Context: an optimization exercise on an open-source flow, tuned for small area. The choices shown serve that exercise and are no tape-out recipe.
At most, simulation tests tie the RTL to the original design; equivalence was not proved.
Function not checked in runs 5 to 7: the RTL went through the layout flow alone.

### design/flow/config.mk
export PLATFORM = sky130hd
export DESIGN_NAME = aes_key_sched_ctrl
export DESIGN_NICKNAME = aes_key_sched_ctrl
export VERILOG_FILES = /design/flow/design.v
export SDC_FILE = /design/flow/constraint.sdc
export NUM_CORES = 4
export LEC_CHECK = 0
export CAP_MARGIN = 20
export CORE_MARGIN = 2
export CORE_UTILIZATION = 40
export SLEW_MARGIN = 20
### design/flow/constraint.sdc
create_clock -name core_clock -period 7.5 [get_ports {clk}]
set_input_delay 1.5000 -clock core_clock [delete_from_list [all_inputs] [get_ports {clk}]]
set_output_delay 1.5000 -clock core_clock [all_outputs]
set_load 0.01 [all_outputs]
### design/flow/design.v
module aes_key_sched_ctrl #(
  parameter int NR = 10
) (
  input  logic         clk,
  input  logic         rst_n,
  input  logic         key_valid,
  output logic         key_ready,
  input  logic [127:0] key_in,
  output logic [31:0]  sw_out,
  input  logic [31:0]  sw_in,
  input  logic         rk_req,
  input  logic [3:0]   rk_idx,
  output logic         rk_valid,
  output logic [127:0] rk_data,
  output logic         rk_err,
  output logic         busy,
  output logic         keys_ready
);
  localparam logic [1:0] IDLE   = 2'd0;
  localparam logic [1:0] EXPAND = 2'd1;
  localparam logic [1:0] READY  = 2'd2;
  localparam logic [3:0] LAST = 4'(NR);
  logic [1:0]   state;
  logic [3:0]   r;
  logic [7:0]   rcon;
  logic [127:0] rk [0:NR];
  logic [127:0] prev_key;
  logic [127:0] next_key;
  logic [127:0] read_word;
  logic [31:0]  t, w4, w5, w6, w7;
  logic [7:0]   rcon_next;
  logic         accept;
  assign key_ready  = (state != EXPAND);
  assign busy       = (state == EXPAND);
  assign keys_ready = (state == READY);
  assign accept     = key_valid && key_ready;
  always_comb begin
    prev_key  = '0;
    read_word = '0;
    for (int i = 0; i < NR; i++) begin
      if (r == 4'(i + 1)) prev_key = rk[i];
    end
    for (int i = 0; i <= NR; i++) begin
      if (rk_idx == 4'(i)) read_word = rk[i];
    end
  end
  always_comb begin
    sw_out    = (state == EXPAND) ? {prev_key[23:0], prev_key[31:24]} : 32'h0;
    t         = sw_in ^ {rcon, 24'h0};
    w4        = prev_key[127:96] ^ t;
    w5        = prev_key[95:64]  ^ w4;
    w6        = prev_key[63:32]  ^ w5;
    w7        = prev_key[31:0]   ^ w6;
    next_key  = {w4, w5, w6, w7};
    rcon_next = {rcon[6:0], 1'b0} ^ (rcon[7] ? 8'h1b : 8'h00);
  end
  always_ff @(posedge clk or negedge rst_n) begin
    if (!rst_n) begin
      state    <= IDLE;
      r        <= 4'd0;
      rcon     <= 8'h01;
      rk_valid <= 1'b0;
      rk_err   <= 1'b0;
      rk_data  <= '0;
      for (int i = 0; i <= NR; i++) rk[i] <= '0;
    end else begin
      rk_valid <= 1'b0;
      rk_err   <= 1'b0;
      if (state == READY && rk_req) begin
        rk_valid <= 1'b1;
        if (rk_idx > LAST) begin
          rk_err  <= 1'b1;
          rk_data <= '0;
        end else begin
          rk_data <= read_word;
        end
      end
      case (state)
        IDLE, READY: begin
          if (accept) begin
            rk[0] <= key_in;
            r     <= 4'd1;
            rcon  <= 8'h01;
            state <= EXPAND;
          end
        end
        EXPAND: begin
          for (int i = 1; i <= NR; i++) begin
            if (r == 4'(i)) rk[i] <= next_key;
          end
          rcon <= rcon_next;
          r    <= r + 4'd1;
          if (r == LAST) state <= READY;
        end
        default: state <= IDLE;
      endcase
    end
  end
endmodule
### design/flow/run.sh
#!/bin/bash
# synth_recipe.tcl (not shown) runs the flow's synth.tcl, then flattens the netlist and writes it again
# the make line also repeats each setting of config.mk as NAME=value (left out here)
make -C /OpenROAD-flow-scripts/flow DESIGN_CONFIG=/design/flow/config.mk WORK_HOME=/design/flow/orfs CLKGATE_MAP_FILE= SYNTH_SCRIPT=/design/flow/synth_recipe.tcl finish
==> results by group, run 1 <==
Run status
  – Status: finished clean

Route
  – Final routed DRC violation total: 0
  – Antenna viol nets, final: 0
  – Via/cell ratio: 6.525
  – Number of detailed-route iterations in the first pass: 7
  – Iter 0 DRT Violations: 12276
  – Routed len/inst: 32.15 µm
  – Vias post-DR: 76501
  – Final wirelength: 376900 µm

Setup path
  – CP endpoint kind: output pin
  – Crit path max fanout: 52
  – CP bufs+invs: 3
  – Worst r2r src: r[0]$_DFFE_PN0P_
  – Crit. Startpoint: r[0]$_DFFE_PN0P_
  – Top Family by Delay on Critical Path: buffers and inverters
  – Required time worst endpoint: 6.00 ns
  – RR Endpoint: rk[8][1]$_DFFE_PN0P_
  – Worst Setup EP: sw_out[8]
  – Reg-to-reg setup timing slack: 1.11 ns
  – CP max stage cell: a211oi_1
  – Largest stage delay, worst path: 0.96 ns
  – Levels on crit path: 11
  – Critical path arrival: 5.50 ns
  – Setup crit start kind: flip-flop
  – FF-to-FF path depth: 12
  – Worst-path cell chain: inv_1, ha_4, clkinv_2, and3_1, a21oi_1, nor2_1, a211oi_1, nor4_1, a211oi_1, nor2_1, clkdlybuf4s50_1
  – Crit Path Class: reg2out

Synth
  – Post-synth top area share: 0.4896
  – Sequential share of the synthesized area: 0.4899
  – Compound-Gate Fraction of Synth Area: 0.2521
  – Leading area contributor after synthesis: dfrtp_1
  – Yosys warns: 2
  – Main flop type after synthesis: dfrtp_1
  – Synthesized net count: 9204
  – Cell Area, Synth: 79280 µm²
  – Combinational family with the most area after synthesis: compound AO/OA/AOI/OAI gates
  – Synth Instances: 9032
  – Post-Synth XOR/XNOR Area: 0.01960
  – Synth Area in Adders: 0.0006313
  – Ranking of synthesized cells by area: dfrtp_1 (49%), o21ai_0 (11%), nand2_1 (10%)
  – Synth cell types: 87
  – FF+latch count, synth: 1552
  – Number of flops mapped to enable cells by yosys: 0
  – Syn Area/Cell: 8.778 µm²
  – Simple-gate share of the synthesized area: 0.1407
  – Mux cell area share after synthesis: 0.04810
  – Async SR Flop Fraction: 1.000

Clock network
  – Worst-Skew Late Latency: 0.88 ns
  – CTS tree: yes
  – Clock buffer count from CTS: 174
  – Sink Count: 1552
  – Post-CTS Setup Inserts: 0
  – Hold Buf Count CTS: 0
  – Cts repair resizes: 0
  – Worst-path clk slew: 0.06 ns
  – Maximum clock path buffer count: 3
  – CTS Root Cell: clkbuf_16
  – CTS H-tree depth: 4

Global route
  – Global route hottest layer: met2
  – Met3 usage: 0.1270
  – First-pass GRT wire length: 536800 µm
  – GRT Util Overall: 0.3640
  – Gr ovfl total: 0
  – Met1 GRT Util: 0.4658
  – Antenna violations before repair: 19
  – Vias in the first global route: 72169
  – M2 GR Usage: 0.5079
  – Largest net degree at the start of global routing: 177

Placed design
  – HPWL after DPL: 231100 µm
  – Number of buffers added on ports: 332
  – Final Wtd Congestion: 0.9783

Min path
  – Type of the most critical hold path: reg2reg
  – Min-delay src: rk[10][8]$_DFFE_PN0P_

STA
  – Clock Skew: 0.03156 ns
  – Final setup fails: 0
  – Final hold viol count: 0
  – Max-slew violations: 0
  – Setup Total Neg Slack: 0 ns
  – Slew @ Worst Pin: 1.285 ns
  – Period minus WS final: 7.004 ns
  – Fmax: 0.1428 GHz
  – Rel. slew slack: 0.1384
  – RSZ-0062 raised after global routing: false
  – Period utilization: 0.9338

Floorplan
  – Initial core utilization: 0.4020
  – Die Ht: 449.2 µm
  – Area of the die: 201800 µm²
  – CORE AREA: 197200 µm²
  – Num rows: 163
  – Die Width: 449.2 µm
  – # IOs: 333

Finish
  – Nets: 9115
  – Most frequent cells in the layout: nand2_1 (2158), o21ai_0 (1785), dfrtp_1 (1549), a21oi_1 (450), nor2_1 (341)
  – Leading cell type in the layout, fill and taps excluded: nand2_1
  – Area grow syn2layout: 15.03%
  – Filler cells: 18960
  – Share of layout cells above drive strength 1: 0.09145

Run
  – Max_cap viols: 0
## worst register-to-register path: stages (launching register included)
cell and delay [ns]:
dfrtp_1 0.48, inv_1 0.21, ha_4 0.76, clkinv_2 0.72
buf_12 0.42, nor2_1 0.71, a221oi_1 0.20, nor2_1 0.14
o221ai_1 0.23, xnor3_1 0.77, xor2_1 0.90, xnor2_1 0.46
o21ai_0 0.29
## how the worst min path moves through the flow
stage          cells past startpoint                        to  slack, ns
2_1_floorplan                      2   rk[10][101]$_DFFE_PN0P_       0.44
3_3_place_gp                       2   rk_data[12]$_DFFE_PN0P_       0.45
3_5_place_dp                       2     rk[10][8]$_DFFE_PN0P_       0.46
4_1_cts                            2     rk[10][8]$_DFFE_PN0P_       0.48
5_1_grt                            2  rk_data[104]$_DFFE_PN0P_       0.50
6_report                           2     rk[10][8]$_DFFE_PN0P_       0.47
## synth_stat cells, drive strengths merged (20+ instances only)
master   number
nor2        354
mux2i       111
a32oi        20
a211oi      130
buf         254
mux4         92
xor2         81
o22ai       204
inv          30
a22oi        88
o21ai      1850
a31oi        27
nand2      2174
o211ai       77
dfrtp      1551
and3         29
clkbuf      626
mux2         56
nand3        26
a221oi      185
and2         20
o21a         50
o2111ai      31
o221ai       65
nor2b        32
nand3b       37
nand2b       45
a221o        30
a21oi       450
a22o         56
xnor2        68
## state kept, by name (all words and copies together), names as in the netlist
signal,cells
state,2
rk_err,1
rk,1408
rcon,8
r,4
rk_data,128
rk_valid,1
## metrics by stage
step	utilization	hold WS (ns)	cell area (µm²)	worst slack, ns	std cells
global route	0.4624	0.4983	91190	0.5293	11719
CTS	0.4622	0.4779	91150	0.7356	11716
finish	0.4624	0.4736	91200	0.4962	11724
floorplan	-	0.4447	79280	3.414	9032
detailed placement	0.4322	0.4649	85230	1.386	11407
global placement	0.4321	0.4536	85210	1.558	11407
## cell families after synthesis
kind of cell               Yosys count
AOI/OAI and AO/OA                 3373
xor gates and xnor gates           154
adders and majority gates            4
buffers and inverters              911
DFF                               1552
muxes                              259
and+or+nand+nor                   2779
## routing by layer
layer  vias to the layer above  part of all wire
li1                      31817                 -
met1                     37094              0.37
met2                      6027              0.41
met3                      1549              0.14
met4                        14             0.087
met5                         -           0.00026
## cell type report
type	instances	area, µm²	area share
Timing Repair Buffer	615	5931	0.06503
Multi-Input combinational cell	6569	37060	0.4063
Sequential cell	1552	38840	0.4259
Tap cell	2640	3303	0.03622
Antenna cell	8	20.02	0.0002195
Clock inverter	55	734.5	0.008053
Clock buffer	254	5190	0.05691
Inverter	31	120.1	0.001317
==> inputs of run 2 (changes only) <==
==> design/flow/design.v (replaced) <==
module aes_key_sched_ctrl #(
  parameter int NR = 10
) (
  input  logic         clk,
  input  logic         rst_n,
  input  logic         key_valid,
  output logic         key_ready,
  input  logic [127:0] key_in,
  output logic [31:0]  sw_out,
  input  logic [31:0]  sw_in,
  input  logic         rk_req,
  input  logic [3:0]   rk_idx,
  output logic         rk_valid,
  output logic [127:0] rk_data,
  output logic         rk_err,
  output logic         busy,
  output logic         keys_ready
);
  localparam int NW = NR + 4;
  logic         busy_q, ready_q;
  logic [3:0]   b;
  logic [31:0]  s [0:NW-1];
  logic         accept;
  logic [7:0]   rcon;
  logic [31:0]  w0, w1, w2, w3;
  logic [4:0]   sum;
  logic [3:0]   sel;
  logic         idx_ok;
  logic [31:0]  m0, m1, m2, m3;
  logic [31:0]  t5 [0:4];
  assign busy       = busy_q;
  assign keys_ready = ready_q;
  assign key_ready  = ~busy_q;
  assign accept     = key_valid & ~busy_q;
  assign sw_out = {s[NW-1][23:0], s[NW-1][31:24]};
  assign w0 = key_in[127:96];
  assign w1 = key_in[95:64];
  assign w2 = key_in[63:32];
  assign w3 = key_in[31:0];
  always_comb begin
    case (b)
      4'd10:   rcon = 8'h01;
      4'd9:    rcon = 8'h02;
      4'd8:    rcon = 8'h04;
      4'd7:    rcon = 8'h08;
      4'd6:    rcon = 8'h10;
      4'd5:    rcon = 8'h20;
      4'd4:    rcon = 8'h40;
      4'd3:    rcon = 8'h80;
      4'd2:    rcon = 8'h1b;
      4'd1:    rcon = 8'h36;
      default: rcon = 8'h00;
    endcase
  end
  always_comb begin
    sum    = {1'b0, b} + {1'b0, rk_idx};
    sel    = (sum >= 5'(NW)) ? 4'(sum - 5'(NW)) : sum[3:0];
    idx_ok = (rk_idx <= 4'(NR));
    for (int k = 0; k < 5; k++) t5[k] = '0;
    for (int c = 0; c < NW / 2; c++) begin
      if (idx_ok && sel[3:1] == 3'(c)) begin
        for (int k = 0; k < 5; k++) t5[k] = s[(2 * c + k) % NW];
      end
    end
    m3 = sel[0] ? t5[1] : t5[0];
    m2 = sel[0] ? t5[2] : t5[1];
    m1 = sel[0] ? t5[3] : t5[2];
    m0 = sel[0] ? t5[4] : t5[3];
  end
  always_ff @(posedge clk) begin
    rk_data <= {m0 ^ m1 ^ m2 ^ m3, m0 ^ m2, m0 ^ m1, m0};
    for (int i = 0; i < NW - 4; i++) s[i] <= s[i + 1];
    if (accept) begin
      s[NW-4] <= w0 ^ w1 ^ w2 ^ w3;
      s[NW-3] <= w1 ^ w3;
      s[NW-2] <= w2 ^ w3;
      s[NW-1] <= w3;
      b       <= 4'(NR);
    end else begin
      s[NW-4] <= s[NW-3];
      s[NW-3] <= s[NW-2];
      s[NW-2] <= s[NW-1];
      if (busy_q) s[NW-1] <= s[NW-4] ^ sw_in ^ {rcon, 24'h0};
      else        s[NW-1] <= s[0];
      b <= (b == 4'd0) ? 4'(NW - 1) : b - 4'd1;
    end
  end
  always_ff @(posedge clk or negedge rst_n) begin
    if (!rst_n) begin
      busy_q   <= 1'b0;
      ready_q  <= 1'b0;
      rk_valid <= 1'b0;
      rk_err   <= 1'b0;
    end else begin
      rk_valid <= ready_q & rk_req;
      rk_err   <= ready_q & rk_req & (rk_idx > 4'(NR));
      if (accept) begin
        busy_q  <= 1'b1;
        ready_q <= 1'b0;
      end else if (busy_q && b == 4'd1) begin
        busy_q  <= 1'b0;
        ready_q <= 1'b1;
      end
    end
  end
endmodule
==> run 2 against run 1 <==
Compared with the run above:
- synthesized cell count down 70%
- routed wire length down 75%
- clock-buffer cell count down 163
- critical path depth up 7
- still clean on timing, DRC and antenna
- clock skew down 0.013 ns
- global-route usage down 10 points
- highest routed layer is now met4
- worst hold slack worse by 0.12 ns
- die area down 66%
- fmax up 12%
- sequential share of layout area down 6.9 points
- critical endpoint is now rk_data[106]$_DFF_P_
==> results by group, run 2 <==
Route
  – Number of detailed-route iterations in the first pass: 7
  – Routed len/inst: 24.03 µm
  – Vias post-DR: 23535
  – Via/cell ratio: 6.072
  – Antenna viol nets, final: 0
  – Final routed DRC violation total: 0
  – Iter 0 DRT Violations: 2709
  – Final wirelength: 93150 µm

STA
  – Fmax: 0.1602 GHz
  – Max-slew violations: 0
  – Slew @ Worst Pin: 1.062 ns
  – Final setup fails: 0
  – RSZ-0062 raised after global routing: false
  – Clock Skew: 0.01828 ns
  – Period minus WS final: 6.244 ns
  – Rel. slew slack: 0.2889
  – Hold slack final: 0.3579 ns
  – Period utilization: 0.8325
  – Setup Total Neg Slack: 0 ns
  – Final hold viol count: 0

Clock network
  – Worst-Skew Late Latency: 0.65 ns
  – Maximum clock path buffer count: 3
  – Cts repair resizes: 0
  – Hold Buf Count CTS: 0
  – CTS tree: yes
  – CTS Root Cell: clkbuf_16
  – CTS H-tree depth: 2
  – Post-CTS Setup Inserts: 0
  – Clock buffer count from CTS: 61
  – Sink Count: 584
  – Worst-path clk slew: 0.06 ns

Synth
  – Async SR Flop Fraction: 0.006849
  – Cell with the most instances after synthesis: dfxtp_1
  – Synth top cells by count: dfxtp_1 (580), nand2_1 (267), a21oi_1 (255)
  – Cell Area, Synth: 26610 µm²
  – FF+latch count, synth: 584
  – Synthesized net count: 2884
  – Post-synth top area share: 0.4364
  – Sequential share of the synthesized area: 0.4401
  – Number of flops mapped to enable cells by yosys: 0
  – Ranking of synthesized cells by area: dfxtp_1 (44%), xnor2_1 (6.7%), a21oi_1 (4.8%)
  – Leading area contributor after synthesis: dfxtp_1
  – Synth Instances: 2705
  – Syn Area/Cell: 9.837 µm²
  – Synth cell types: 103
  – Yosys warns: 3
  – Main flop type after synthesis: dfxtp_1

Run status
  – Status: finished clean

Setup path
  – Critical path arrival: 6.75 ns
  – Crit path max fanout: 33
  – Crit Path Class: in2reg
  – Setup crit start kind: input pin
  – Required time worst endpoint: 8.01 ns
  – CP endpoint kind: flip-flop

Placed design
  – Area after DPL: 30880 µm²
  – HPWL after DPL: 63520 µm
  – Number of buffers added on ports: 332
  – Final Wtd Congestion: 0.8958

Finish
  – Nets: 3145
  – Leading cell type in the layout, fill and taps excluded: dfxtp_1
  – Area grow syn2layout: 23.36%
  – Biggest regs: s: 448 flops, rk_data: 128 flops, b: 4 flops
  – Register name with the most flops: s
  – Most frequent cells in the layout: dfxtp_1 (580), clkdlybuf4s50_1 (331), nand2_1 (262), a21oi_1 (255), xnor2_1 (203)
  – Filler cells: 5993
  – Share of layout cells above drive strength 1: 0.09827
  – Diode count: 0
  – Fin util: 0.4984
  – Max reg flops: 448
  – Final instance area: 32820 µm²

Floorplan
  – Die Width: 261.9 µm
  – Die Ht: 261.9 µm
  – CORE AREA: 65860 µm²
  – # IOs: 333
  – Num rows: 94
  – Area of the die: 68600 µm²
  – Initial core utilization: 0.4040

Global route
  – Antenna violations before repair: 1
  – Largest net degree at the start of global routing: 171
  – Vias in the first global route: 23132
  – GRT Util Overall: 0.2619
  – Gr ovfl total: 0
  – First-pass GRT wire length: 139300 µm

Run
  – Max_cap viols: 0

Min path
  – Type of the most critical hold path: reg2reg
==> run 2: logic make-up (layout without fill, tap and decap cells) <==
family | after synthesis | in the layout | synth area share
buffers and inverters | 221 | 528 | 0.03889
adder cells (fa/ha/maj) | 11 | 11 | 0.005454
AND/OR/NAND/NOR | 538 | 538 | 0.09023
multiplexers | 184 | 184 | 0.08426
flip-flops | 584 | 584 | 0.4401
XOR/XNOR | 299 | 299 | 0.1020
AO/OA/AOI/OAI | 868 | 868 | 0.2391
==> run 2: metrics by stage <==
stage                     std cells  setup WS [ns]
final                          3876          1.256
after global routing           3876          1.009
after CTS                      3876          1.333
after detailed placement       3767         0.6583
after global placement         3767         0.7537
after floorplan                2705          1.796
==> run 2: final timing paths <==
kind / from / to / slack (ns) / depth (start not counted)
max reg2reg: b[2]$_SDFF_PP0_ / rk_data[106]$_DFF_P_ / 2.10 / 16
min: s[3][6]$_DFF_P_ / s[2][6]$_DFF_P_ / 0.36 / 0
min in group asynchronous: rst_n / rk_valid$_DFF_PN0_ / 1.05 / 1
max: rk_idx[0] / rk_data[106]$_DFF_P_ / 1.26 / 18
max in group asynchronous: rst_n / busy_q$_DFFE_PN0P_ / 6.26 / 1
min reg2reg: s[3][6]$_DFF_P_ / s[2][6]$_DFF_P_ / 0.36 / 0
==> run 2: metal layers <==
metal	track usage	part of all wire	up-vias
met4	0.1015	0.034	0
met1	0.3349	0.41	11507
li1	-	-	10615
met5	0	0	-
met2	0.4457	0.48	1206
met3	0.03858	0.075	207
==> run 2: final cells by class <==
class / count / area (µm²) / share of cell area
inverter: 11 / 46.29 / 0.001410
clock inverter: 18 / 217.7 / 0.006633
timing repair buffer: 408 / 4016 / 0.1224
tap: 864 / 1081 / 0.03293
clock buffer: 91 / 1729 / 0.05268
multi-input combinational: 1900 / 14020 / 0.4271
sequential: 584 / 11720 / 0.3569
==> run 2: worst max-delay path, stage by stage <==
cell and delay [ns]:
clkdlybuf4s50_1 0.47, ha_4 0.21, fa_4 0.49, xnor2_4 0.21, inv_4 0.04, ha_2 0.23, nor3_1 0.29, a21boi_2 0.35
nor4_4 0.08, buf_4 0.24, xnor2_4 0.80, buf_12 0.31, mux2_2 0.36, a222oi_1 0.32, nand3_1 0.14, a21boi_0 0.19
xor2_1 0.23, xnor3_1 0.24
==> inputs of run 3 (changes only) <==
--- a/design/flow/design.v
+++ b/design/flow/design.v
@@ -30,2 +30,3 @@
   logic [31:0]  t5 [0:4];
+  logic [NW/2-1:0] oh;
   assign busy       = busy_q;
@@ -58,7 +59,6 @@
     idx_ok = (rk_idx <= 4'(NR));
-    for (int k = 0; k < 5; k++) t5[k] = '0;
-    for (int c = 0; c < NW / 2; c++) begin
-      if (idx_ok && sel[3:1] == 3'(c)) begin
-        for (int k = 0; k < 5; k++) t5[k] = s[(2 * c + k) % NW];
-      end
+    for (int c = 0; c < NW / 2; c++) oh[c] = idx_ok && sel[3:1] == 3'(c);
+    for (int k = 0; k < 5; k++) begin
+      t5[k] = '0;
+      for (int c = 0; c < NW / 2; c++) t5[k] = t5[k] | ({32{oh[c]}} & s[(2 * c + k) % NW]);
     end
==> design/flow/flow/run.sh (new file) <==
#!/bin/bash
# Standard ORFS layout (the standard.sh, standard synthesis unchanged) with
# two changes: port buffers use the smallest buffer, and the clock tree uses
# clkbuf_16 with sink clusters of at most 25 and no dummy loads.
set -euo pipefail
export BUFFER_PORTS_ARGS="-buffer_cell sky130_fd_sc_hd__buf_1"
export CTS_ARGS="-sink_clustering_enable -repair_clock_nets -dont_use_dummy_load -buf_list sky130_fd_sc_hd__clkbuf_16 -sink_clustering_size 25 -sink_clustering_max_diameter 80"
bash standard.sh > standard.log 2>&1
==> design/flow/standard.sh (new file) <==
#!/bin/bash
# synth_recipe.tcl (not shown) runs the flow's synth.tcl, then flattens the netlist and writes it again
# the make line also repeats each setting of config.mk as NAME=value (left out here)
make -C /OpenROAD-flow-scripts/flow DESIGN_CONFIG=/design/flow/config.mk WORK_HOME=/design/flow/orfs CLKGATE_MAP_FILE= SYNTH_SCRIPT=/design/flow/synth_recipe.tcl "${@:-finish}"
removed: design/flow/run.sh
==> run 3 against run 2 <==
Compared with the run above:
- register-to-register slack improved by 0.03 ns
- setup slack gained 0.35 ns
- utilization fell by 5.2 points
- first-iteration DRC count is 13% higher
- synthesized cell count decreased by 4.1%
- non-clock buffer count down 27
- sequential share of layout area increased by 5.9 points
- largest cell class unchanged
==> results by group, run 3 <==
Run status
  – Status: finished clean

Placed design
  – HPWL after DPL: 59090 µm
  – Dpl ws: 1.007 ns
  – Area after DPL: 27410 µm²
  – Number of buffers added on ports: 332
  – Final Wtd Congestion: 0.8841

Global route
  – Gr ovfl total: 0
  – First-pass GRT wire length: 131300 µm
  – Vias in the first global route: 22005
  – GRT Util Overall: 0.2518
  – Largest net degree at the start of global routing: 94
  – Antenna violations before repair: 0

Synth
  – Sequential share of the synthesized area: 0.4595
  – Async SR Flop Fraction: 0.006849
  – Main flop type after synthesis: dfxtp_1
  – Cell Area, Synth: 25490 µm²
  – Syn Area/Cell: 9.829 µm²
  – Yosys warns: 3
  – Synth Area in Adders: 0.005695
  – Post-synth top area share: 0.4556
  – FF+latch count, synth: 584
  – Cell with the most instances after synthesis: dfxtp_1
  – Mux cell area share after synthesis: 0.05233
  – Synthesized net count: 2772
  – Compound-Gate Fraction of Synth Area: 0.2459
  – Synth top cells by count: dfxtp_1 (580), xnor2_1 (225), a21oi_1 (183)
  – Simple-gate share of the synthesized area: 0.09377
  – Leading area contributor after synthesis: dfxtp_1
  – Combinational family with the most area after synthesis: compound AO/OA/AOI/OAI gates
  – Ranking of synthesized cells by area: dfxtp_1 (46%), xnor2_1 (7.7%), a22oi_1 (5.1%)
  – Post-Synth XOR/XNOR Area: 0.1041
  – Number of flops mapped to enable cells by yosys: 0
  – Synth cell types: 87
  – Synth Instances: 2593

Setup path
  – Worst r2r src: b[2]$_SDFF_PP0_
  – Reg-to-reg setup timing slack: 2.13 ns
  – Setup crit start kind: input pin
  – Crit path max fanout: 28
  – RR Endpoint: rk_data[110]$_DFF_P_
  – Crit Path Class: in2reg
  – CP endpoint kind: flip-flop
  – Critical path arrival: 6.43 ns
  – Required time worst endpoint: 8.03 ns
  – FF-to-FF path depth: 13

Route
  – Final wirelength: 87580 µm
  – Via/cell ratio: 6.068
  – Iter 0 DRT Violations: 3050
  – Final routed DRC violation total: 0
  – Number of detailed-route iterations in the first pass: 7
  – Vias post-DR: 22191
  – Routed len/inst: 23.95 µm
  – Antenna viol nets, final: 0

Clock network
  – Worst-Skew Late Latency: 0.62 ns
  – CTS H-tree depth: 1
  – Post-CTS Setup Inserts: 0
  – Hold Buf Count CTS: 0
  – CTS tree: yes
  – Cts repair resizes: 0
  – Maximum clock path buffer count: 3
  – CTS Root Cell: clkbuf_16
  – Clock buffer count from CTS: 30
  – Worst-path clk slew: 0.10 ns
  – Sink Count: 584

Floorplan
  – Die Ht: 256.4 µm
  – Area of the die: 65750 µm²
  – Num rows: 92
  – # IOs: 333
  – Die Width: 256.4 µm
  – CORE AREA: 63080 µm²
  – Initial core utilization: 0.4040

Min path
  – Hold path depth: 0
  – Min-delay src: s[3][11]$_DFF_P_
  – WHS Endpoint: s[2][11]$_DFF_P_
  – Type of the most critical hold path: reg2reg

Finish
  – Max reg flops: 448
  – Biggest regs: s: 448 flops, rk_data: 128 flops, b: 4 flops
  – Final instance area: 28160 µm²
  – Nets: 2992
  – Reg area: 11720 µm²
  – Most frequent cells in the layout: dfxtp_1 (580), buf_1 (331), xnor2_1 (225), a21oi_1 (182), a22oi_1 (173)
  – Leading cell type in the layout, fill and taps excluded: dfxtp_1
  – Area grow syn2layout: 10.49%
  – Diode count: 0
  – Multi-input logic area: 12910 µm²
  – Register name with the most flops: s
  – Filler cells: 6097
  – Share of layout cells above drive strength 1: 0.05656

STA
  – Final setup fails: 0
  – Setup Total Neg Slack: 0 ns
  – Period minus WS final: 5.894 ns
  – Fmax: 0.1697 GHz
  – Slew @ Worst Pin: 1.108 ns
  – RSZ-0062 raised after global routing: false
  – Fin worst setup slack: 1.606 ns
  – Final hold viol count: 0
  – Rel. slew slack: 0.2585
  – Max-slew violations: 0
  – Period utilization: 0.7859
  – Clock Skew: 0.03949 ns

Run
  – Max_cap viols: 0
run 3: per-layer routing:
metal,vias to the layer above,share of wire,global-route usage
met5,-,0,0
met1,10681,0.43,0.3346
met2,1253,0.46,0.4185
li1,10038,-,-
met3,219,0.085,0.04013
met4,0,0.031,0.07962
run 3: through the flow:
| step | utilization | instances | hold slack, ns |
|---|---|---|---|
| finish | 0.4464 | 3657 | 0.3521 |
| global route | 0.4464 | 3657 | 0.3520 |
| CTS | 0.4464 | 3657 | 0.3520 |
| detailed placement | 0.4345 | 3627 | 0.3365 |
| global placement | 0.4345 | 3627 | 0.3334 |
| floorplan | - | 2593 | 0.3231 |
run 3: cell type report:
cell class	instances	share of cell area
multi-input cells	1798	0.4584
flip-flops and latches	584	0.4160
repair buffers	381	0.05879
well taps	846	0.03759
clock buffers	30	0.02666
inverters	18	0.002488
run 3: worst max-delay path by stage:
stage,start,to,slack [ns],cells past startpoint
detailed placement,rk_idx[0],rk_data[110]$_DFF_P_,1.01,15
global route,rk_idx[0],rk_data[110]$_DFF_P_,1.34,15
global placement,rk_idx[0],rk_data[110]$_DFF_P_,1.21,15
CTS,rk_idx[0],rk_data[110]$_DFF_P_,1.64,15
floorplan,rk_idx[0],rk_data[70]$_DFF_P_,2.32,17
finish,rk_idx[0],rk_data[110]$_DFF_P_,1.61,15
run 3: cell families after synthesis:
logic type | count (synthesis)
simple gates | 511
flops | 584
buf+inv | 211
mux | 132
fa+ha+maj | 11
xor+xnor | 302
compound gates | 842
run 3: worst max-delay path: stages:
cell       delay (ns)
buf_1            0.13
ha_4             0.19
fa_2             0.38
xnor2_2          0.24
inv_2            0.16
ha_1             0.58
nand2_1          0.12
nor4_1           0.59
or2_2            0.65
nand2_2          0.72
nor2_1           0.35
nand4bb_1        0.19
o21ai_1          0.10
a221oi_1         0.35
xnor2_1          0.15
==> inputs of run 4 (changes only) <==
==> design/flow/flow/run.sh (replaced) <==
#!/bin/bash
# Standard ORFS layout (the standard.sh, standard synthesis unchanged) with
# two changes: port buffers use the smallest buffer, and the clock tree uses
# clkbuf_8 with sink clusters of at most 16 and no dummy loads.
set -euo pipefail
export BUFFER_PORTS_ARGS="-buffer_cell sky130_fd_sc_hd__buf_1"
export CTS_ARGS="-sink_clustering_enable -repair_clock_nets -dont_use_dummy_load -buf_list sky130_fd_sc_hd__clkbuf_8 -sink_clustering_size 16 -sink_clustering_max_diameter 60"
bash standard.sh > standard.log 2>&1
==> run 4 against run 3 <==
Compared with the run above:
- sequential cell count did not move
- still clean
- critical endpoint unchanged
- utilization fell by 0.14 points
- synthesized area did not move
- clock skew rose by 0.022 ns
==> results by group, run 4 <==
Global route
  – M2 GR Usage: 0.4197
  – Antenna violations before repair: 0
  – GRT Util Overall: 0.2546
  – First-pass GRT wire length: 132000 µm
  – Global route hottest layer: met2
  – Met1 GRT Util: 0.3336
  – Met3 usage: 0.04745
  – Largest net degree at the start of global routing: 94
  – Gr ovfl total: 0
  – Vias in the first global route: 22185

Setup path
  – Worst-path cell chain: buf_1, ha_4, fa_2, xnor2_2, inv_2, ha_1, nand2_1, nor4_1, or2_2, nand2_2, nor2_1, nand4bb_1, o21ai_1, a221oi_1, xnor2_1
  – CP max stage cell: nand2_2
  – Worst r2r src: b[2]$_SDFF_PP0_
  – Crit path max fanout: 28
  – Reg-to-reg setup timing slack: 2.09 ns
  – RR Endpoint: rk_data[110]$_DFF_P_
  – Crit Path Class: in2reg
  – Required time worst endpoint: 8.10 ns
  – FF-to-FF path depth: 13
  – Levels on crit path: 15
  – Critical path arrival: 6.47 ns
  – CP endpoint kind: flip-flop
  – Largest stage delay, worst path: 0.73 ns
  – Setup crit start kind: input pin
  – Crit. Startpoint: rk_idx[0]
  – Top Family by Delay on Critical Path: simple AND/OR/NAND/NOR gates
  – Worst Setup EP: rk_data[110]$_DFF_P_
  – CP bufs+invs: 2

Placed design
  – Dpl cells: 3627
  – Dpl ws: 1.007 ns
  – HPWL after DPL: 59090 µm
  – Final Wtd Congestion: 0.8841
  – Number of buffers added on ports: 332
  – Area after DPL: 27410 µm²

Route
  – Vias post-DR: 22255
  – Final routed DRC violation total: 0
  – Iter 0 DRT Violations: 3147
  – Routed len/inst: 23.91 µm
  – Final wirelength: 87880 µm
  – Via/cell ratio: 6.054
  – Antenna viol nets, final: 0
  – Number of detailed-route iterations in the first pass: 7

Clock network
  – CTS H-tree depth: 2
  – CTS Root Cell: clkbuf_8
  – Clock buffer count from CTS: 48
  – Worst-Skew Late Latency: 0.67 ns
  – Hold Buf Count CTS: 0
  – Cts repair resizes: 0
  – Worst-path clk slew: 0.10 ns
  – Maximum clock path buffer count: 3
  – Sink Count: 584
  – CTS tree: yes
  – Post-CTS Setup Inserts: 0

STA
  – Hold slack final: 0.3403 ns
  – Slew @ Worst Pin: 1.087 ns
  – Fin worst setup slack: 1.632 ns
  – Fmax: 0.1704 GHz
  – Clock Skew: 0.06134 ns
  – RSZ-0062 raised after global routing: false
  – Setup Total Neg Slack: 0 ns
  – Max-slew violations: 0
  – Final setup fails: 0
  – Final hold viol count: 0
  – Period minus WS final: 5.868 ns
  – Rel. slew slack: 0.2726
  – Period utilization: 0.7824

Finish
  – Most frequent cells in the layout: dfxtp_1 (580), buf_1 (331), xnor2_1 (225), a21oi_1 (182), a22oi_1 (173)
  – Max reg flops: 448
  – Non-filler instance count after layout: 3676
  – Register name with the most flops: s
  – Share of layout cells above drive strength 1: 0.06257
  – Final instance area: 28070 µm²
  – Leading cell type in the layout, fill and taps excluded: dfxtp_1
  – Nets: 3010
  – Fin util: 0.4450
  – Biggest regs: s: 448 flops, rk_data: 128 flops, b: 4 flops
  – Area grow syn2layout: 10.14%

Synth
  – Synth Instances: 2593
  – Synthesized net count: 2772
  – Synth top cells by count: dfxtp_1 (580), xnor2_1 (225), a21oi_1 (183)
  – Cell with the most instances after synthesis: dfxtp_1
  – Post-synth top area share: 0.4556
  – Leading area contributor after synthesis: dfxtp_1
  – Number of flops mapped to enable cells by yosys: 0
  – Yosys warns: 3
  – FF+latch count, synth: 584
  – Cell Area, Synth: 25490 µm²
  – Sequential share of the synthesized area: 0.4595
  – Syn Area/Cell: 9.829 µm²
  – Main flop type after synthesis: dfxtp_1
  – Async SR Flop Fraction: 0.006849
  – Ranking of synthesized cells by area: dfxtp_1 (46%), xnor2_1 (7.7%), a22oi_1 (5.1%)
  – Synth cell types: 87

Floorplan
  – CORE AREA: 63080 µm²
  – Die Ht: 256.4 µm
  – # IOs: 333
  – Area of the die: 65750 µm²
  – Initial core utilization: 0.4040
  – Num rows: 92
  – Die Width: 256.4 µm

Run status
  – Status: finished clean

Run
  – Max_cap viols: 0

Min path
  – Type of the most critical hold path: reg2reg
## run 4: how the worst min path moves through the flow
stage / start / to / slack [ns] / cells after the start
3_5_place_dp: s[5][10]$_DFF_P_ / s[4][10]$_DFF_P_ / 0.34 / 0
2_1_floorplan: s[5][3]$_DFF_P_ / s[4][3]$_DFF_P_ / 0.32 / 0
5_1_grt: s[7][3]$_DFF_P_ / s[6][3]$_DFF_P_ / 0.32 / 0
4_1_cts: s[7][3]$_DFF_P_ / s[6][3]$_DFF_P_ / 0.33 / 0
6_report: s[7][3]$_DFF_P_ / s[6][3]$_DFF_P_ / 0.34 / 0
3_3_place_gp: s[5][1]$_DFF_P_ / s[4][1]$_DFF_P_ / 0.33 / 0
## run 4: routing by layer
metal  part of all wire  up-vias
met3              0.087      200
met4              0.032        0
met5                  0        -
met2               0.46     1272
met1               0.42    10709
li1                   -    10074
## run 4: cell type report
| cell class | count | area, µm² |
|---|---|---|
| inverters | 18 | 70.07 |
| fillers | 6119 | 35010 |
| multi-input cells | 1798 | 12910 |
| well taps | 846 | 1059 |
| clock buffers | 48 | 660.6 |
| flip-flops and latches | 584 | 11720 |
| diodes | 1 | 2.502 |
| repair buffers | 381 | 1655 |
## run 4: kinds of logic after synthesis
family / Yosys count / synth area share
compound gates: 842 / 0.2459
xor+xnor: 302 / 0.1041
fa+ha+maj: 11 / 0.005695
buf+inv: 211 / 0.03869
flops: 584 / 0.4595
mux: 132 / 0.05233
simple gates: 511 / 0.09377
==> inputs of run 5 (changes only) <==
==> design/flow/design.v (replaced) <==
module aes_key_sched_ctrl #(
  parameter int NR = 10
) (
  input  logic         clk,
  input  logic         rst_n,
  input  logic         key_valid,
  output logic         key_ready,
  input  logic [127:0] key_in,
  output logic [31:0]  sw_out,
  input  logic [31:0]  sw_in,
  input  logic         rk_req,
  input  logic [3:0]   rk_idx,
  output logic         rk_valid,
  output logic [127:0] rk_data,
  output logic         rk_err,
  output logic         busy,
  output logic         keys_ready
);
  localparam int NL = 7;    
  logic         busy_q, ready_q;
  logic [3:0]   cnt;        
  logic [31:0]  e [0:NL-1];
  logic [31:0]  o [0:NL-1];
  logic         accept;
  logic [7:0]   rcon;
  logic [31:0]  w0, w1, w2, w3, t;
  logic [3:0]   ridx;
  logic [2:0]   ph;
  logic [4:0]   sum;
  logic [2:0]   pa;
  logic         idx_ok, odd;
  logic [NL-1:0] ha, hb, hea, hoa;
  logic [127:0] rd;
  assign busy       = busy_q;
  assign keys_ready = ready_q;
  assign key_ready  = ~busy_q;
  assign accept     = key_valid & ~busy_q;
  assign w0 = key_in[127:96];
  assign w1 = key_in[95:64];
  assign w2 = key_in[63:32];
  assign w3 = key_in[31:0];
  always_comb begin
    case (cnt)
      4'd0:    rcon = 8'h01;
      4'd1:    rcon = 8'h02;
      4'd2:    rcon = 8'h04;
      4'd3:    rcon = 8'h08;
      4'd4:    rcon = 8'h10;
      4'd5:    rcon = 8'h20;
      4'd6:    rcon = 8'h40;
      4'd7:    rcon = 8'h80;
      4'd8:    rcon = 8'h1b;
      4'd9:    rcon = 8'h36;
      default: rcon = 8'h00;
    endcase
  end
  assign t = sw_in ^ {rcon, 24'h0};
  always_comb begin
    ridx   = busy_q ? cnt : rk_idx;
    idx_ok = (ridx <= 4'(NR));
    odd    = ridx[0];
    ph     = (cnt <= 4'd6) ? 3'(4'd6 - cnt) : 3'(4'd13 - cnt);
    sum    = {2'b00, ph} + {1'b0, ridx};
    pa     = (sum >= 5'd14) ? 3'(sum - 5'd14) : (sum >= 5'd7) ? 3'(sum - 5'd7) : sum[2:0];
    for (int i = 0; i < NL; i++) begin
      ha[i] = idx_ok && pa == 3'(i);
      hb[i] = idx_ok && pa == 3'((i + 1) % NL);
    end
    hea = odd ? ha : hb;
    hoa = odd ? hb : ha;
  end
  aes_ks_window u_window (
    .e   ({e[6], e[5], e[4], e[3], e[2], e[1], e[0]}),
    .o   ({o[6], o[5], o[4], o[3], o[2], o[1], o[0]}),
    .hea (hea),
    .hoa (hoa),
    .odd (odd),
    .rd  (rd)
  );
  assign sw_out = {rd[23:0], rd[31:24]};
  always_ff @(posedge clk) begin
    rk_data <= rd;
    for (int i = 0; i < NL - 1; i++) begin
      e[i] <= e[i + 1];
      o[i] <= o[i + 1];
    end
    e[NL-1] <= (busy_q && !cnt[0]) ? e[3] ^ t : e[0];
    o[NL-1] <= (busy_q &&  cnt[0]) ? o[3] ^ t : o[0];
    if (accept) begin
      e[3]    <= w0 ^ w1 ^ w2 ^ w3;   
      e[5]    <= w2 ^ w3;             
      o[4]    <= w1 ^ w3;             
      o[NL-1] <= w3;                  
      cnt     <= 4'd0;
    end else begin
      cnt <= (cnt == 4'd13) ? 4'd0 : cnt + 4'd1;
    end
  end
  always_ff @(posedge clk or negedge rst_n) begin
    if (!rst_n) begin
      busy_q   <= 1'b0;
      ready_q  <= 1'b0;
      rk_valid <= 1'b0;
      rk_err   <= 1'b0;
    end else begin
      rk_valid <= ready_q & rk_req;
      rk_err   <= ready_q & rk_req & (rk_idx > 4'(NR));
      if (accept) begin
        busy_q  <= 1'b1;
        ready_q <= 1'b0;
      end else if (busy_q && cnt == 4'(NR - 1)) begin
        busy_q  <= 1'b0;
        ready_q <= 1'b1;
      end
    end
  end
endmodule
module aes_ks_window (
  input  logic [223:0] e,
  input  logic [223:0] o,
  input  logic [6:0]   hea,
  input  logic [6:0]   hoa,
  input  logic         odd,
  output logic [127:0] rd
);
  logic [31:0] ea, eb, oa, ob, pe, po;
  always_comb begin
    ea = '0; eb = '0; oa = '0; ob = '0;
    for (int i = 0; i < 7; i++) begin
      ea = ea | ({32{hea[i]}} & e[32 * i +: 32]);
      eb = eb | ({32{hea[i]}} & e[32 * ((i + 5) % 7) +: 32]);
      oa = oa | ({32{hoa[i]}} & o[32 * i +: 32]);
      ob = ob | ({32{hoa[i]}} & o[32 * ((i + 5) % 7) +: 32]);
    end
    pe = ea ^ eb;
    po = oa ^ ob;
    rd = {pe ^ po, odd ? pe : po, ea ^ oa, odd ? ea : oa};
  end
endmodule
--- a/design/flow/config.mk
+++ b/design/flow/config.mk
@@ -11 +11,2 @@
 export SLEW_MARGIN = 20
+export SYNTH_HIERARCHICAL = 1
==> run 5 against run 4 <==
Compared with the run above:
- still clean
- die area shrank 9.4%
- setup slack got worse by 1.4 ns
- final cell count fell by 14%
- via count down 19%
- routed wire length decreased by 26%
- utilization increased by 1.4 points
- highest routed layer unchanged
==> results by group, run 5 <==
Run status
  – Status: finished clean

Finish
  – Area grow syn2layout: 13.05%
  – Biggest regs: e: 224 flops, o: 224 flops, rk_data: 128 flops
  – Nets: 2582
  – Multi-input logic area: 10600 µm²
  – Reg area: 11870 µm²
  – Fin util: 0.4594
  – Filler cells: 5294
  – Most frequent cells in the layout: dfxtp_1 (588), buf_1 (332), a22oi_1 (265), xnor2_1 (206), nor2_1 (134)
  – Final instance area: 26050 µm²
  – Share of layout cells above drive strength 1: 0.1045
  – Leading cell type in the layout, fill and taps excluded: dfxtp_1

Clock network
  – Worst-Skew Late Latency: 0.65 ns
  – Sink Count: 592
  – Maximum clock path buffer count: 3
  – CTS tree: yes
  – Post-CTS Setup Inserts: 0
  – Worst-path clk slew: 0.10 ns
  – CTS H-tree depth: 2
  – Hold Buf Count CTS: 0
  – CTS Root Cell: clkbuf_8
  – Clock buffer count from CTS: 47

Synth
  – Synthesized net count: 2287
  – Main flop type after synthesis: dfxtp_1
  – Yosys warns: 10
  – Cell with the most instances after synthesis: dfxtp_1
  – Synth cell types: 49
  – Post-synth top area share: 0.5108
  – Leading area contributor after synthesis: dfxtp_1
  – FF+latch count, synth: 592
  – Cell Area, Synth: 23040 µm²
  – Sequential share of the synthesized area: 0.5152
  – Ranking of synthesized cells by area: dfxtp_1 (51%), a22oi_1 (8.6%), xnor2_1 (7.9%)
  – Synth top cells by count: dfxtp_1 (588), a22oi_1 (265), xnor2_1 (207)
  – Synth Instances: 2108
  – Async SR Flop Fraction: 0.006757
  – Syn Area/Cell: 10.93 µm²
  – Number of flops mapped to enable cells by yosys: 0

Route
  – Antenna viol nets, final: 0
  – Met1 WL: 27620 µm
  – Number of detailed-route iterations in the first pass: 9
  – Routed met3 length: 4714 µm
  – Final wirelength: 65010 µm
  – Iter 0 DRT Violations: 2022
  – Via/cell ratio: 5.685
  – Routed length on met2: 31100 µm
  – Top routing layer used: met4
  – Final routed DRC violation total: 0
  – Vias post-DR: 17952
  – Routed len/inst: 20.58 µm

Setup path
  – Crit Path Class: in2out
  – CP endpoint kind: output pin
  – RR Endpoint: rk_data[65]$_DFF_P_
  – Worst r2r src: busy_q$_DFFE_PN0P_
  – Setup crit start kind: input pin
  – Required time worst endpoint: 6.00 ns
  – Reg-to-reg setup timing slack: 2.32 ns
  – Crit path max fanout: 20
  – Critical path arrival: 5.74 ns
  – FF-to-FF path depth: 19

Placed design
  – Number of buffers added on ports: 332
  – Final Wtd Congestion: 0.8416
  – HPWL after DPL: 43730 µm
  – Area after DPL: 25340 µm²
  – Dpl ws: -0.01838 ns

Floorplan
  – # IOs: 333
  – Initial core utilization: 0.4063
  – Area of the die: 59540 µm²
  – Num rows: 87
  – Die Width: 244.0 µm
  – Die Ht: 244.0 µm
  – CORE AREA: 56710 µm²

Min path
  – Min-delay src: e[1][29]$_DFF_P_
  – WHS Endpoint: e[0][29]$_DFF_P_
  – Hold path depth: 0
  – Type of the most critical hold path: reg2reg

Global route
  – First-pass GRT wire length: 100400 µm
  – Vias in the first global route: 17997
  – Largest net degree at the start of global routing: 77
  – Antenna violations before repair: 1
  – GRT Util Overall: 0.2111
  – Gr ovfl total: 0

STA
  – Fmax: 0.1381 GHz
  – Final hold viol count: 0
  – Period minus WS final: 7.243 ns
  – Fin worst setup slack: 0.2566 ns
  – Slew @ Worst Pin: 0.8533 ns
  – Rel. slew slack: 0.4311
  – Final setup fails: 0
  – Max-slew violations: 0
  – Setup Total Neg Slack: 0 ns
  – Period utilization: 0.9658
  – RSZ-0062 raised after global routing: false
  – Clock Skew: 0.09899 ns

Run
  – Max_cap viols: 0
-- run 5: per-stage QoR --
step / hold WS (ns) / instances
2_1_floorplan: 0.3498 / 2108
3_3_place_gp: 0.3524 / 3107
3_5_place_dp: 0.3569 / 3108
4_1_cts: 0.3017 / 3156
5_1_grt: 0.3093 / 3157
6_report: 0.2985 / 3158
-- run 5: repair_timing --
action,in CTS,in global routing
resized for setup,2,2
gates cloned,1,0
pin swaps,1,1
endpoints found under the setup margin,1,18
-- run 5: modules after synthesis, one instance, submodules excluded --
module	cells	times used	flops+latches
aes_key_sched_ctrl	1299	1	592
aes_ks_window	809	1	0
-- run 5: worst max-delay path by stage --
| stage | startpoint | endpoint |
|---|---|---|
| 2_1_floorplan | rk_idx[0] | sw_out[10] |
| 3_3_place_gp | rk_idx[0] | sw_out[19] |
| 3_5_place_dp | rk_idx[0] | sw_out[7] |
| 4_1_cts | rk_idx[0] | sw_out[10] |
| 5_1_grt | busy_q$_DFFE_PN0P_ | sw_out[17] |
| 6_report | rk_idx[0] | sw_out[15] |
-- run 5: kinds of logic after synthesis --
logic type | Yosys count | synth area share
fa+ha+maj | 11 | 0.006299
compound gates | 590 | 0.1922
simple gates | 348 | 0.07238
xor+xnor | 339 | 0.1474
buf+inv | 157 | 0.03345
mux | 71 | 0.03307
flops | 592 | 0.5152
-- run 5: layer usage --
| layer | global-route usage | vias to the layer above |
|---|---|---|
| li1 | - | 8344 |
| met1 | 0.2770 | 8681 |
| met2 | 0.3514 | 827 |
| met3 | 0.03413 | 100 |
| met4 | 0.07478 | 0 |
| met5 | 0 | - |
-- run 5: layout make-up --
type,count,share of cell area
Inverter,9,0.001393
Antenna cell,1,0.00009606
Multi-Input combinational cell,1360,0.4070
Tap cell,756,0.03631
Timing Repair Buffer,393,0.07464
Clock buffer,47,0.02483
Sequential cell,592,0.4557
-- run 5: worst max-delay path, stage by stage --
cell      delay [ns]
buf_1           0.10
a21boi_2        0.22
inv_4           0.05
ha_1            0.22
fa_1            0.43
xor2_2          0.18
ha_1            0.24
a211o_1         0.24
a31oi_1         0.24
or2_4           0.18
mux2_4          0.32
nand3_2         0.21
buf_4           0.19
o22ai_4         0.08
buf_4           0.24
a222oi_1        0.36
nand3_1         0.24
mux2_2          0.35
buf_1           0.13
==> inputs of run 6 (changes only) <==
--- a/design/flow/design.v
+++ b/design/flow/design.v
@@ -42,15 +42,6 @@
   always_comb begin
-    case (cnt)
-      4'd0:    rcon = 8'h01;
-      4'd1:    rcon = 8'h02;
-      4'd2:    rcon = 8'h04;
-      4'd3:    rcon = 8'h08;
-      4'd4:    rcon = 8'h10;
-      4'd5:    rcon = 8'h20;
-      4'd6:    rcon = 8'h40;
-      4'd7:    rcon = 8'h80;
-      4'd8:    rcon = 8'h1b;
-      4'd9:    rcon = 8'h36;
-      default: rcon = 8'h00;
-    endcase
+    rcon = '0;
+    if (cnt < 4'd8) rcon[cnt[2:0]] = 1'b1;
+    if (cnt == 4'd8) rcon = 8'h1b;
+    if (cnt == 4'd9) rcon = 8'h36;
   end
==> run 6 against run 5 <==
Compared with the run above:
- sequential share of layout area is 1.0 points lower
- final cell count is 1.1% higher
- synthesized area is 0.59% lower
- critical path type unchanged
- utilization is 0.63 points higher
==> results by group, run 6 <==
Clock network
  – Maximum clock path buffer count: 3
  – Hold Buf Count CTS: 0
  – CTS Root Cell: clkbuf_8
  – Sink Count: 584
  – Clock buffer count from CTS: 47
  – Worst-Skew Late Latency: 0.68 ns
  – CTS tree: yes
  – CTS H-tree depth: 2
  – Worst-path clk slew: 0.10 ns

Finish
  – Share of layout cells above drive strength 1: 0.1224
  – Area grow syn2layout: 14.85%
  – Filler cells: 5302
  – Leading cell type in the layout, fill and taps excluded: dfxtp_1
  – Most frequent cells in the layout: dfxtp_1 (579), buf_1 (332), a22oi_1 (265), xnor2_1 (198), nor2_1 (131)
  – Fin util: 0.4657
  – Final instance area: 26310 µm²
  – Biggest regs: e: 224 flops, o: 224 flops, rk_data: 128 flops
  – Non-filler instance count after layout: 3192
  – Nets: 2618

Setup path
  – Crit. Startpoint: rk_idx[0]
  – FF-to-FF path depth: 20
  – Crit path max fanout: 14
  – Critical path arrival: 5.78 ns
  – CP endpoint kind: output pin
  – Crit Path Class: in2out
  – Worst r2r src: cnt[0]$_SDFF_PP0_
  – Setup crit start kind: input pin
  – Required time worst endpoint: 6.00 ns

Placed design
  – Dpl cells: 3120
  – Dpl ws: -0.1080 ns
  – HPWL after DPL: 44570 µm
  – Final Wtd Congestion: 0.8753
  – Number of buffers added on ports: 332
  – Area after DPL: 25330 µm²

Global route
  – GRT Util Overall: 0.2154
  – Largest net degree at the start of global routing: 89
  – First-pass GRT wire length: 101500 µm
  – Gr ovfl total: 0
  – Vias in the first global route: 18069
  – Antenna violations before repair: 2

Synth
  – Yosys warns: 10
  – Synth cell types: 50
  – Leading area contributor after synthesis: dfxtp_1
  – Main flop type after synthesis: dfxtp_1
  – Post-synth top area share: 0.5069
  – Synthesized net count: 2284
  – Sequential share of the synthesized area: 0.5113
  – Synth Instances: 2102
  – Ranking of synthesized cells by area: dfxtp_1 (51%), a22oi_1 (8.7%), xnor2_1 (7.6%)
  – FF+latch count, synth: 584
  – Cell Area, Synth: 22910 µm²
  – Syn Area/Cell: 10.90 µm²
  – Cell with the most instances after synthesis: dfxtp_1
  – Async SR Flop Fraction: 0.006849
  – Number of flops mapped to enable cells by yosys: 0
  – Synth top cells by count: dfxtp_1 (580), a22oi_1 (266), xnor2_1 (200)

STA
  – Period minus WS final: 7.282 ns
  – Clock Skew: 0.06961 ns
  – Fin worst setup slack: 0.2183 ns
  – Setup Total Neg Slack: 0 ns
  – Fmax: 0.1373 GHz
  – Slew @ Worst Pin: 0.9930 ns
  – Final setup fails: 0
  – Hold slack final: 0.3055 ns
  – Max-slew violations: 0
  – Final hold viol count: 0
  – RSZ-0062 raised after global routing: false
  – Period utilization: 0.9709
  – Rel. slew slack: 0.3380

Route
  – Final routed DRC violation total: 0
  – Antenna viol nets, final: 0
  – Number of detailed-route iterations in the first pass: 10
  – Final wirelength: 68550 µm
  – Vias post-DR: 18376
  – Routed len/inst: 21.48 µm
  – Iter 0 DRT Violations: 2389
  – Via/cell ratio: 5.757

Min path
  – Type of the most critical hold path: reg2reg
  – Min-delay src: e[1][27]$_DFF_P_
  – Hold path depth: 0

Floorplan
  – Num rows: 87
  – CORE AREA: 56500 µm²
  – # IOs: 333
  – Die Ht: 243.3 µm
  – Initial core utilization: 0.4055
  – Die Width: 243.3 µm
  – Area of the die: 59200 µm²

Run
  – Max_cap viols: 0

Run status
  – Status: finished clean
-- run 6: cell count changes after synthesis, sizes merged, moves of 3 or more --
cell,delta
nor3,-5
ha,+3
buf,+5
o21ai,+7
nor2,-3
clkbuf,-7
a31oi,+3
nand3,-4
dfxtp,-8
a21oi,+6
nand3b,+3
nor3b,+3
xnor2,-7
-- run 6: timing repair --
action | 4_1_cts | 5_1_grt
pin swaps | 1 | 26
gates cloned | 1 | 4
endpoints found under the hold margin | 0 | 0
endpoints found under the setup margin | 27 | 32
gates resized for setup | 5 | 11
buffers inserted | 4 | 14
-- run 6: worst paths after layout --
kind | endpoint | slack, ns
setup / recovery | sw_out[7] | 0.22
hold / removal | e[0][27]$_DFF_P_ | 0.31
setup reg to reg | rk_data[117]$_DFF_P_ | 2.24
hold reg to reg | e[0][27]$_DFF_P_ | 0.31
max in group asynchronous | rk_valid$_DFF_PN0_ | 6.61
min in group asynchronous | busy_q$_DFFE_PN0P_ | 0.69
-- run 6: kinds of logic (layout without fill, tap and decap cells) --
group / count (synthesis) / in the layout / synth area share
AO/OA/AOI/OAI: 604 / 604 / 0.1967
XOR/XNOR: 333 / 333 / 0.1460
adder cells (fa/ha/maj): 14 / 14 / 0.007975
buffers and inverters: 156 / 487 / 0.03359
flip-flops: 584 / 584 / 0.5113
multiplexers: 69 / 69 / 0.03223
other: 0 / 2 / 0
AND/OR/NAND/NOR: 342 / 343 / 0.07226
-- run 6: per-layer routing --
layer | global-route usage | vias up | wire length (µm)
met5 | 0 | - | 0
met4 | 0.08228 | 0 | 2115
met3 | 0.03668 | 135 | 5539
met2 | 0.3609 | 955 | 32790
met1 | 0.2771 | 8863 | 28110
li1 | - | 8423 | -
-- run 6: area by class of cell --
type	instances	area [µm²]	share of cell area
Inverter	10	40.04	0.001522
Sequential cell	584	11710	0.4452
Antenna cell	2	5.005	0.0001902
Clock buffer	47	646.9	0.02459
Timing Repair Buffer	430	2288	0.08698
Tap cell	756	945.9	0.03595
Multi-Input combinational cell	1363	10670	0.4055
-- run 6: worst max-delay path, cell delays in order --
cell and delay (ns):
buf_1 0.09, a21boi_2 0.22, inv_4 0.05, ha_1 0.23, fa_2 0.61, ha_2 0.23
nor2_1 0.06, o2bb2ai_1 0.16, a31oi_1 0.15, or3_1 0.35, a211o_1 0.38, or3b_1 0.49
o22ai_4 0.29, buf_4 0.33, a22oi_1 0.11, nand3_1 0.20, mux2_2 0.20, buf_1 0.14
-- run 6: per-module statistics from Yosys (local to each module, per instance) --
module / copies in the design / cell area, µm²
aes_key_sched_ctrl: 1 / 16150
aes_ks_window: 1 / 6759
==> inputs of run 7 (changes only) <==
--- a/design/flow/flow/run.sh
+++ b/design/flow/flow/run.sh
@@ -7,2 +7,3 @@
 export CTS_ARGS="-sink_clustering_enable -repair_clock_nets -dont_use_dummy_load -buf_list sky130_fd_sc_hd__clkbuf_8 -sink_clustering_size 16 -sink_clustering_max_diameter 60"
+export RECOVER_POWER=100
 bash standard.sh > standard.log 2>&1
==> run 7 against run 6 <==
Compared with the run above:
- the layout now fails its checks (max-capacitance violations, max-slew violations)
- fmax decreased by 0.85%
- final cell count stayed put
- register-to-register slack got worse by 0.28 ns
- die area unchanged
- sequential cell count unchanged
- utilization decreased by 0.097 points
- critical path type unchanged
- critical endpoint is now sw_out[30]
- largest cell class unchanged
==> results by group, run 7 <==
STA
  – Rel. slew slack: -0.7253
  – Setup Total Neg Slack: 0 ns
  – Period minus WS final: 7.345 ns
  – Final setup fails: 0
  – Period utilization: 0.9793
  – Final hold viol count: 0
  – Slew @ Worst Pin: 2.588 ns
  – RSZ-0062 raised after global routing: false
  – Max-slew violations: 333
  – Clock Skew: 0.06617 ns
  – Fmax: 0.1362 GHz
  – Hold slack final: 0.3077 ns
  – Fin worst setup slack: 0.1555 ns

Run
  – Max_cap viols: 6

Synth
  – Main flop type after synthesis: dfxtp_1
  – Synth Instances: 2102
  – Synth top cells by count: dfxtp_1 (580), a22oi_1 (266), xnor2_1 (200)
  – Cell Area, Synth: 22910 µm²
  – Cell with the most instances after synthesis: dfxtp_1
  – Post-synth top area share: 0.5069
  – Synthesized net count: 2284
  – Async SR Flop Fraction: 0.006849
  – Number of flops mapped to enable cells by yosys: 0
  – FF+latch count, synth: 584
  – Yosys warns: 10
  – Ranking of synthesized cells by area: dfxtp_1 (51%), a22oi_1 (8.7%), xnor2_1 (7.6%)
  – Syn Area/Cell: 10.90 µm²
  – Synth cell types: 50
  – Leading area contributor after synthesis: dfxtp_1
  – Sequential share of the synthesized area: 0.5113

Clock network
  – Worst-path clk slew: 0.10 ns
  – Worst-Skew Late Latency: 0.68 ns
  – Maximum clock path buffer count: 3
  – CTS H-tree depth: 2
  – Sink Count: 584
  – CTS tree: yes
  – CTS Root Cell: clkbuf_8
  – Clock buffer count from CTS: 47
  – Hold Buf Count CTS: 0

Floorplan
  – Area of the die: 59200 µm²
  – CORE AREA: 56500 µm²
  – Die Width: 243.3 µm
  – Num rows: 87
  – Die Ht: 243.3 µm
  – Initial core utilization: 0.4055
  – # IOs: 333

Route
  – Antenna viol nets, final: 0
  – Final routed DRC violation total: 0
  – Vias post-DR: 18411
  – Routed len/inst: 21.57 µm
  – Iter 0 DRT Violations: 2259
  – Final wirelength: 68860 µm
  – Via/cell ratio: 5.768
  – Number of detailed-route iterations in the first pass: 7

Global route
  – Vias in the first global route: 18069
  – First-pass GRT wire length: 101500 µm
  – Largest net degree at the start of global routing: 89
  – Antenna violations before repair: 2
  – Gr ovfl total: 0
  – GRT Util Overall: 0.2154

Min path
  – Min-delay src: e[1][27]$_DFF_P_
  – Type of the most critical hold path: reg2reg

Setup path
  – Worst r2r src: busy_q$_DFFE_PN0P_
  – Critical path arrival: 5.84 ns
  – Worst-path cell chain: buf_1, a21boi_2, inv_4, ha_1, fa_2, ha_2, nor2_1, o2bb2ai_1, a31oi_1, or3_1, a211o_1, nand3b_1, buf_4, o22ai_4, clkbuf_16, a222oi_1, nand3_1, mux2_2, buf_1
  – CP endpoint kind: output pin
  – Crit Path Class: in2out
  – Setup crit start kind: input pin
  – CP max stage cell: fa_2
  – Largest stage delay, worst path: 0.61 ns
  – Crit path max fanout: 12
  – Required time worst endpoint: 6.00 ns
  – Crit. Startpoint: rk_idx[0]
  – CP most frequent cell: buf_1
  – Reg-to-reg setup timing slack: 1.96 ns

Placed design
  – Dpl cells: 3120
  – HPWL after DPL: 44570 µm
  – Dpl ws: -0.1080 ns
  – Number of buffers added on ports: 332
  – Final Wtd Congestion: 0.8753
  – Area after DPL: 25330 µm²

Finish
  – Leading cell type in the layout, fill and taps excluded: dfxtp_1
  – Final instance area: 26250 µm²
  – Fin util: 0.4647
  – Area grow syn2layout: 14.61%
  – Biggest regs: e: 224 flops, o: 224 flops, rk_data: 128 flops
  – Share of layout cells above drive strength 1: 0.1183
  – Nets: 2618
  – Non-filler instance count after layout: 3192
  – Most frequent cells in the layout: dfxtp_1 (579), buf_1 (332), a22oi_1 (265), xnor2_1 (198), nor2_1 (131)
  – Filler cells: 5317

Run status
  – Status: complete, but fails checks
  – Failed Checks: max-capacitance violations, max-slew violations
-- run 7: final cells by class --
type                            count  area [µm²]  area share
Antenna cell                        2       5.005   0.0001906
Clock buffer                       47       646.9     0.02464
Inverter                           10       40.04    0.001525
Multi-Input combinational cell   1363       10640      0.4051
Sequential cell                   584       11710      0.4461
Tap cell                          756       945.9     0.03603
Timing Repair Buffer              430        2268     0.08640
-- run 7: worst paths after layout --
path | endpoint | cells after the start
worst max-delay path | sw_out[30] | 19
worst min-delay path | e[0][27]$_DFF_P_ | 0
worst max register to register | o[6][31]$_DFF_P_ | 6
worst min register to register | e[0][27]$_DFF_P_ | 0
max in group asynchronous | rk_valid$_DFF_PN0_ | 1
min in group asynchronous | busy_q$_DFFE_PN0P_ | 1
-- run 7: cells by family after synthesis --
logic type / count (synthesis) / share of synthesized area
muxes: 69 / 0.03223
and+or+nand+nor: 342 / 0.07226
AOI/OAI and AO/OA: 604 / 0.1967
DFF: 584 / 0.5113
xor gates and xnor gates: 333 / 0.1460
adders and majority gates: 14 / 0.007975
buffers and inverters: 156 / 0.03359
-- run 7: what timing repair did --
action	CTS	global route
cloned	1	4
endpoints found under the setup margin	27	32
setup buffers	4	14
pin swaps	1	26
resized for setup	5	11
-- run 7: per-layer routing --
metal	track usage	up-vias	routed length, µm
met5	0	-	0
li1	-	8434	-
met2	0.3609	975	33050
met3	0.03668	141	5349
met4	0.08228	0	2094
met1	0.2771	8861	28360
-- run 7: per-module statistics from Yosys (local to each module, per instance) --
module              flops+latches  cells inside  times used  area (µm²)
aes_key_sched_ctrl            584          1293           1       16150
aes_ks_window                   0           809           1        6759
-- run 7: worst max-delay path, delay by kind of cell --
family          cells  cell delay (ns)
simple gates        4             0.84
fa+ha+maj           3             1.07
mux                 1             0.36
buf+inv             5             0.68
compound gates      6             1.41

[re-timing with driven ports]
Ports are ideal in the flow. The routed layouts listed here were re-timed in OpenROAD.
Step 1 assumes that a clkbuf_16 drives the clock port and a buf_2 every other input.
Step 2, shift: input delay + t, output delay - t, t = (earliest + latest rising clock arrival at the registers) / 2. This alone moves slack from input paths to output paths.
Slacks: ideal / step 1 / step 2; pairs: ideal / step 1.
| run | t, ns | setup WS [ns] | worst data-port slew with drivers (ns) | pins driven straight from the clock port |
|---|---|---|---|---|
| run 1 | 0.947 | 0.496 / 0.415 / 1.108 | 0.09 | 1 |
| run 2 | 0.695 | 1.256 / 1.290 / 0.595 | 0.05 | 1 |
| run 3 | 0.663 | 1.606 / 1.644 / 0.981 | 0.05 | 1 |
| run 4 | 0.699 | 1.632 / 1.666 / 0.967 | 0.05 | 1 |
| run 5 | 0.675 | 0.257 / 0.234 / 0.234 | 0.05 | 1 |
| run 6 | 0.691 | 0.218 / 0.195 / 0.195 | 0.10 | 1 |
| run 7 | 0.690 | 0.155 / 0.133 / 0.133 | 0.10 | 1 |
For run 4, which loses most, drivers alone change the setup slack by +0.034 ns; drivers and shift together by -0.665 ns.
